Source: an optimization exercise on an open RTL-to-GDS flow (aim: small area, a short achievable clock period and few clock cycles). Production flows keep margins and buffers that such runs may drop.
Function was checked by simulation only, so behaviour that the tests miss may differ from the original.

===== flow/design.v =====
module ex_stage #(
  parameter int unsigned DATA_W    = 32,
  parameter int unsigned STALL_IDX = 3
) (
  input  logic              clk,
  input  logic              rst,
  input  logic [5:0]        stall,
  input  logic [4:0]        exALUop,
  input  logic [DATA_W-1:0] exReg1,
  input  logic [DATA_W-1:0] exReg2,
  input  logic [4:0]        exRS1,
  input  logic [4:0]        exRS2,
  input  logic [4:0]        exWriteNum,
  input  logic              exWriteReg,
  input  logic              memWriteReg,
  input  logic [4:0]        memWriteNum,
  input  logic [DATA_W-1:0] memResult,
  input  logic              wbWriteReg,
  input  logic [4:0]        wbWriteNum,
  input  logic [DATA_W-1:0] wbResult,
  output logic [DATA_W-1:0] exResult,
  output logic [4:0]        exWriteNumOut,
  output logic              exWriteRegOut,
  output logic              stallreq
);
  localparam int unsigned CNT_W = $clog2(DATA_W);
  localparam logic [CNT_W-1:0] CNT_LAST = CNT_W'(DATA_W - 1);
  localparam logic [4:0] OP_ADD  = 5'd1,  OP_SUB  = 5'd2,  OP_AND  = 5'd3,  OP_OR   = 5'd4;
  localparam logic [4:0] OP_XOR  = 5'd5,  OP_SLL  = 5'd6,  OP_SRL  = 5'd7,  OP_SRA  = 5'd8;
  localparam logic [4:0] OP_SLT  = 5'd9,  OP_SLTU = 5'd10, OP_MUL  = 5'd11, OP_DIV  = 5'd12;
  localparam logic [4:0] OP_DIVU = 5'd13, OP_REM  = 5'd14, OP_REMU = 5'd15;
  typedef enum logic [1:0] {IDLE, BUSY, DONE} div_state_t;
  div_state_t state, next_state;
  logic [DATA_W-1:0] op1, op2, alu_res;
  logic [DATA_W-1:0] quo, rem, dsr;
  logic [CNT_W-1:0]  cnt;
  logic              want_q, neg_q, neg_r, div0;
  logic              start;
  logic              unused_stall;
  assign unused_stall = ^stall;
  always_comb begin : fwd
    op1 = exReg1;
    if (memWriteReg && memWriteNum == exRS1 && exRS1 != 5'd0)    op1 = memResult;
    else if (wbWriteReg && wbWriteNum == exRS1 && exRS1 != 5'd0) op1 = wbResult;
    op2 = exReg2;
    if (memWriteReg && memWriteNum == exRS2 && exRS2 != 5'd0)    op2 = memResult;
    else if (wbWriteReg && wbWriteNum == exRS2 && exRS2 != 5'd0) op2 = wbResult;
  end
  always_comb begin : alu
    alu_res = '0;
    case (exALUop)
      OP_ADD:  alu_res = op1 + op2;
      OP_SUB:  alu_res = op1 - op2;
      OP_AND:  alu_res = op1 & op2;
      OP_OR:   alu_res = op1 | op2;
      OP_XOR:  alu_res = op1 ^ op2;
      OP_SLL:  alu_res = op1 << op2[4:0];
      OP_SRL:  alu_res = op1 >> op2[4:0];
      OP_SRA:  alu_res = DATA_W'($signed(op1) >>> op2[4:0]);
      OP_SLT:  alu_res = DATA_W'($signed(op1) < $signed(op2));
      OP_SLTU: alu_res = DATA_W'(op1 < op2);
      OP_MUL:  alu_res = op1 * op2;
      default: alu_res = '0;
    endcase
  end
  logic              is_div, is_signed, a_neg, b_neg, start_div0;
  logic [DATA_W-1:0] a_mag, b_mag;
  assign is_div     = (exALUop == OP_DIV) || (exALUop == OP_DIVU) ||
                      (exALUop == OP_REM) || (exALUop == OP_REMU);
  assign is_signed  = (exALUop == OP_DIV) || (exALUop == OP_REM);
  assign a_neg      = is_signed & op1[DATA_W-1];
  assign b_neg      = is_signed & op2[DATA_W-1];
  assign a_mag      = a_neg ? -op1 : op1;
  assign b_mag      = b_neg ? -op2 : op2;
  assign start_div0 = (op2 == '0);
  logic [DATA_W:0]   rem_sh;
  logic [DATA_W-1:0] rem_sub, rem_nx;
  logic              fits;
  assign rem_sh  = {rem, quo[DATA_W-1]};
  assign fits    = rem_sh >= {1'b0, dsr};
  assign rem_sub = DATA_W'(rem_sh - {1'b0, dsr});
  assign rem_nx  = fits ? rem_sub : rem_sh[DATA_W-1:0];
  always_ff @(posedge clk) begin : state_reg
    if (rst) state <= IDLE;
    else     state <= next_state;
  end
  always_comb begin : fsm
    next_state = state;
    stallreq   = 1'b0;
    start      = 1'b0;
    unique case (state)
      IDLE: if (is_div) begin
        stallreq   = 1'b1;
        start      = 1'b1;
        next_state = BUSY;
      end
      BUSY: begin
        stallreq = 1'b1;
        if (cnt == CNT_LAST) next_state = DONE;
      end
      DONE: if (!stall[STALL_IDX]) next_state = IDLE;
      default: next_state = IDLE;
    endcase
    if (rst) begin
      stallreq = 1'b0;
      start    = 1'b0;
    end
  end
  always_ff @(posedge clk) begin : div_regs
    if (rst) begin
      cnt    <= '0;
      quo    <= '0;
      rem    <= '0;
      dsr    <= '0;
      want_q <= 1'b0;
      neg_q  <= 1'b0;
      neg_r  <= 1'b0;
      div0   <= 1'b0;
    end else if (start) begin
      cnt    <= '0;
      dsr    <= b_mag;
      want_q <= (exALUop == OP_DIV) || (exALUop == OP_DIVU);
      neg_q  <= a_neg ^ b_neg;
      neg_r  <= a_neg;
      div0   <= start_div0;
      quo    <= a_mag;
      rem    <= '0;
    end else if (state == BUSY) begin
      cnt <= cnt + 1'b1;
      quo <= {quo[DATA_W-2:0], fits};
      rem <= rem_nx;
    end
  end
  logic [DATA_W-1:0] q_fix, r_fix, div_res;
  assign q_fix   = div0 ? '1 : (neg_q ? -quo : quo);
  assign r_fix   = neg_r ? -rem : rem;
  assign div_res = want_q ? q_fix : r_fix;
  assign exResult      = rst ? '0 : ((state == DONE) ? div_res : alu_res);
  assign exWriteNumOut = exWriteNum;
  assign exWriteRegOut = !rst && exWriteReg && !stallreq;
endmodule

===== flow/run.sh =====
#!/bin/bash
# synth_recipe.tcl (not shown) runs the flow's synth.tcl, then flattens the netlist and writes it again
# the make line also repeats each setting of config.mk as NAME=value (left out here)
make -C /OpenROAD-flow-scripts/flow DESIGN_CONFIG=/design/flow/config.mk WORK_HOME=/design/flow/orfs CLKGATE_MAP_FILE= SYNTH_SCRIPT=/design/flow/synth_recipe.tcl finish

===== flow/config.mk =====
export PLATFORM = sky130hd
export DESIGN_NAME = ex_stage
export DESIGN_NICKNAME = ex_stage
export VERILOG_FILES = /design/flow/design.v
export SDC_FILE = /design/flow/constraint.sdc
export NUM_CORES = 4
export LEC_CHECK = 0
export CAP_MARGIN = 20
export CORE_MARGIN = 2
export CORE_UTILIZATION = 40
export SETUP_SLACK_MARGIN = 0.5
export SLEW_MARGIN = 20

===== flow/constraint.sdc =====
create_clock -name core_clock -period 17.0 [get_ports {clk}]
set_input_delay 3.4000 -clock core_clock [delete_from_list [all_inputs] [get_ports {clk}]]
set_output_delay 3.4000 -clock core_clock [all_outputs]
set_load 0.01 [all_outputs]

==> run notes <==
[cells in the mapped netlist (25+ instances only)]
cell type    n  area share [%]
o21ai_1     32            0.47
a21o_1      53             1.2
buf_1       44            0.48
dfxtp_1    107             6.3
a222oi_1    30            0.88
mux2i_1     95             2.8
o31ai_1     29            0.64
nand2b_1    29            0.53
xnor2_1    215             5.5
a31oi_1     46            0.84
o221ai_1    27            0.69
o22ai_1     42            0.77
nor3_1     100             1.5
o211ai_1    25            0.55
and3_1      25            0.46
buf_2       41            0.60
inv_1      492             5.4
nand2_1    439             4.8
fa_1       411              24
clkbuf_1   203             2.2
a21oi_1    212             3.1
or3_1       39            0.72
nor2_1     638             7.0
a221oi_1    39             1.0
a211oi_1    61             1.3
ha_1       258             9.5
nand3_1     97             1.4
o21ai_0    227             3.3
[timing repair]
action                     4_1_cts  5_1_grt
hold buffers                     0        0
setup endpoints to repair       11       16
cloned                           1        1
buffers inserted                16       34
gates resized for setup         56      121
pin swaps                       16       57
[cell usage in the layout, fill, tap and decap left out, drive strengths merged, types with 107 or more instances in the layout]
master,synthesis,routed
xnor2,217,217
ha,258,258
nand2,444,444
nor2,639,639
inv,514,511
clkdlybuf4s50,0,170
o21ai,260,260
dfxtp,107,107
a21oi,212,212
buf,109,499
fa,411,411
[cell families after synthesis]
group,count (synthesis),share of synthesized area [%]
simple gates,1470,18.70
compound gates,1077,21.74
xor+xnor,247,6.632
flops,107,6.283
buf+inv,839,9.723
fa+ha+maj,669,33.60
mux,111,3.318
[metrics by stage]
step	util, %	cells
floorplan	-	4520
global placement	47.06	5989
detailed placement	47.06	5989
CTS	47.84	6022
global route	48.79	6058
finish	48.79	6061
[layer usage]
metal,share of wire [%],GRT usage [%],vias up
met4,6.5,19.40,16
met3,12,10.06,435
met1,41,53.75,17880
li1,-,-,16100
met2,40,55.31,2181
met5,0.064,0,-
[worst min-delay path by stage]
stage,startpoint,endpoint
5_1_grt,dsr[31]$_SDFFE_PP0P_,dsr[31]$_SDFFE_PP0P_
4_1_cts,dsr[27]$_SDFFE_PP0P_,dsr[27]$_SDFFE_PP0P_
2_1_floorplan,dsr[27]$_SDFFE_PP0P_,dsr[27]$_SDFFE_PP0P_
6_report,dsr[27]$_SDFFE_PP0P_,dsr[27]$_SDFFE_PP0P_
3_3_place_gp,dsr[31]$_SDFFE_PP0P_,dsr[31]$_SDFFE_PP0P_
3_5_place_dp,dsr[27]$_SDFFE_PP0P_,dsr[27]$_SDFFE_PP0P_
[cell type report]
class                           count  area, sq um
Clock buffer                       10        239.0
Sequential cell                   107         2142
Inverter                          527         2024
Clock inverter                      6        72.57
Timing Repair Buffer              689         6192
Tap cell                         1144         1431
Multi-Input combinational cell   3575        29240
Fill cell                        8456        43390
Antenna cell                        3        7.507
[worst max-delay path: cells and delay by family]
kind	cells	cell delay (ns)
AO/OA/AOI/OAI	4	0.78
AND/OR/NAND/NOR	5	1.23
buffers and inverters	11	1.61
XOR/XNOR	9	1.77
adder cells (fa/ha/maj)	8	4.01
==> results.cfg <==
[timing]
clock.fmax_ghz = 0.06154
tns_ns = 0
grt_setup_unrepaired = yes
hold_violations = 0
finalMaxSlewViolations = 0
setup_viol = 0
worst_pin_slew_ns = 1.153
layout_setup_ws_ns = 0.7507
fin_crit_ns = 16.25
holdWs_ns = 0.4568
finalCritPeriodShare_pct = 95.58
finClkSkew_ns = 0.01293
slew_headroom_pct = 23.14

[clock_tree]
cts_tree = yes
cts_buffer_depth = 2
htreeDepth = 3
clk_pin_slew_ns = 0.07
clk_root_buffer_cell = clkbuf_16
cts_made_buffers = 9
clk_latency_ns = 0.37
cts.sinks = 107

[status]
outcome = timing/DRC/antenna clean

[floorplanning]
die_h_um = 295.9
io_pins = 208
coreArea_sq_um = 84750
fp.dieArea_sq_um = 87580
die_w_um = 295.9
start_util_pct = 40.23
rows = 107

[setup_path]
rr_startpoint = quo[31]$_SDFFE_PP0P_
reg2reg_slack_ns = 12.90
cp-start-kind = input pin
cp_max_fo = 7
worstSetupStartpoint = exRS2[2]
crit_end = exResult[31]
ff2ff_path_depth = 16
worstReg2RegEnd = rem[30]$_SDFFE_PP0P_
slowest_stage = or4_4
end_kind = output pin
crit_type = input pin to output pin
cp.arrival_ns = 12.85
max_stage_delay_ns = 0.60
crit_required_ns = 13.60

[routing]
drtIter0Drc = 4287
drc = 0
wl_per_cell_um = 28.12
via_count = 36610
dr.pass1.iters = 9
routed_wl_um = 170400
vias_per_cell = 6.040
detail-route-antenna-nets = 0

[final_layout]
areaGrowthSynthToFinish_pct = 21.30
reg_top3 = dsr x32, quo x32, rem x32
fin_nets = 5747
drive_above_1_share_pct = 15.30
finalInstanceArea_sq_um = 41350

[logic_synthesis]
synth_ff_type = dfxtp_1
synth_seq_cells = 107
netlist_area_sq_um = 34090
ys_types = 101
synth_warnings = 1
syn_nets = 5358
async_reset_ff_share_pct = 0
syn_avg_cell_area_sq_um = 7.542
syn_inst = 4520
synth_edf_count = 0
yosysSeqAreaShare_pct = 6.283

[place]
portBuffers = 192
place.gp.congestion = 1.090
placed_area_sq_um = 39880
pre_cts_ws_ns = -0.3016
dp_hpwl_um = 139500

[grt]
grt_pass1_wl_um = 245200
grt.overflow.total = 0
grt_pass1_vias = 34600
track_usage_pct = 38.72
grt_max_degree = 63
antenna_found_initial = 8

[job]
max_cap_viol_count = 0

[min_path]
hold_depth = 2
worstHoldPathType = register to register
Testbench counts, summed over its fixed seeds: cycles 37,219.

==> re-timing with driven ports <==
Ports are ideal in the flow. The routed layout listed here was re-timed in OpenROAD. Step 1, drivers: a clkbuf_16 drives clk and a buf_2 each remaining input, both assumed. Step 2 also shifts input and output timing later by t, the mid clock arrival at the registers, as if the neighbouring blocks saw the same clock. Three values: ideal ports, drivers, drivers and shift; two values: the first two.
t, ns: 0.420
setup slack, ns: 0.751 / 0.691 / 0.691
worst register clock-pin slew, ns: 0.08 / 0.08
cell pins on the clock port's net: 1
After both steps setup and hold are still met in this run. For this run, drivers alone change the setup slack by -0.060 ns; drivers and shift together by -0.060 ns.
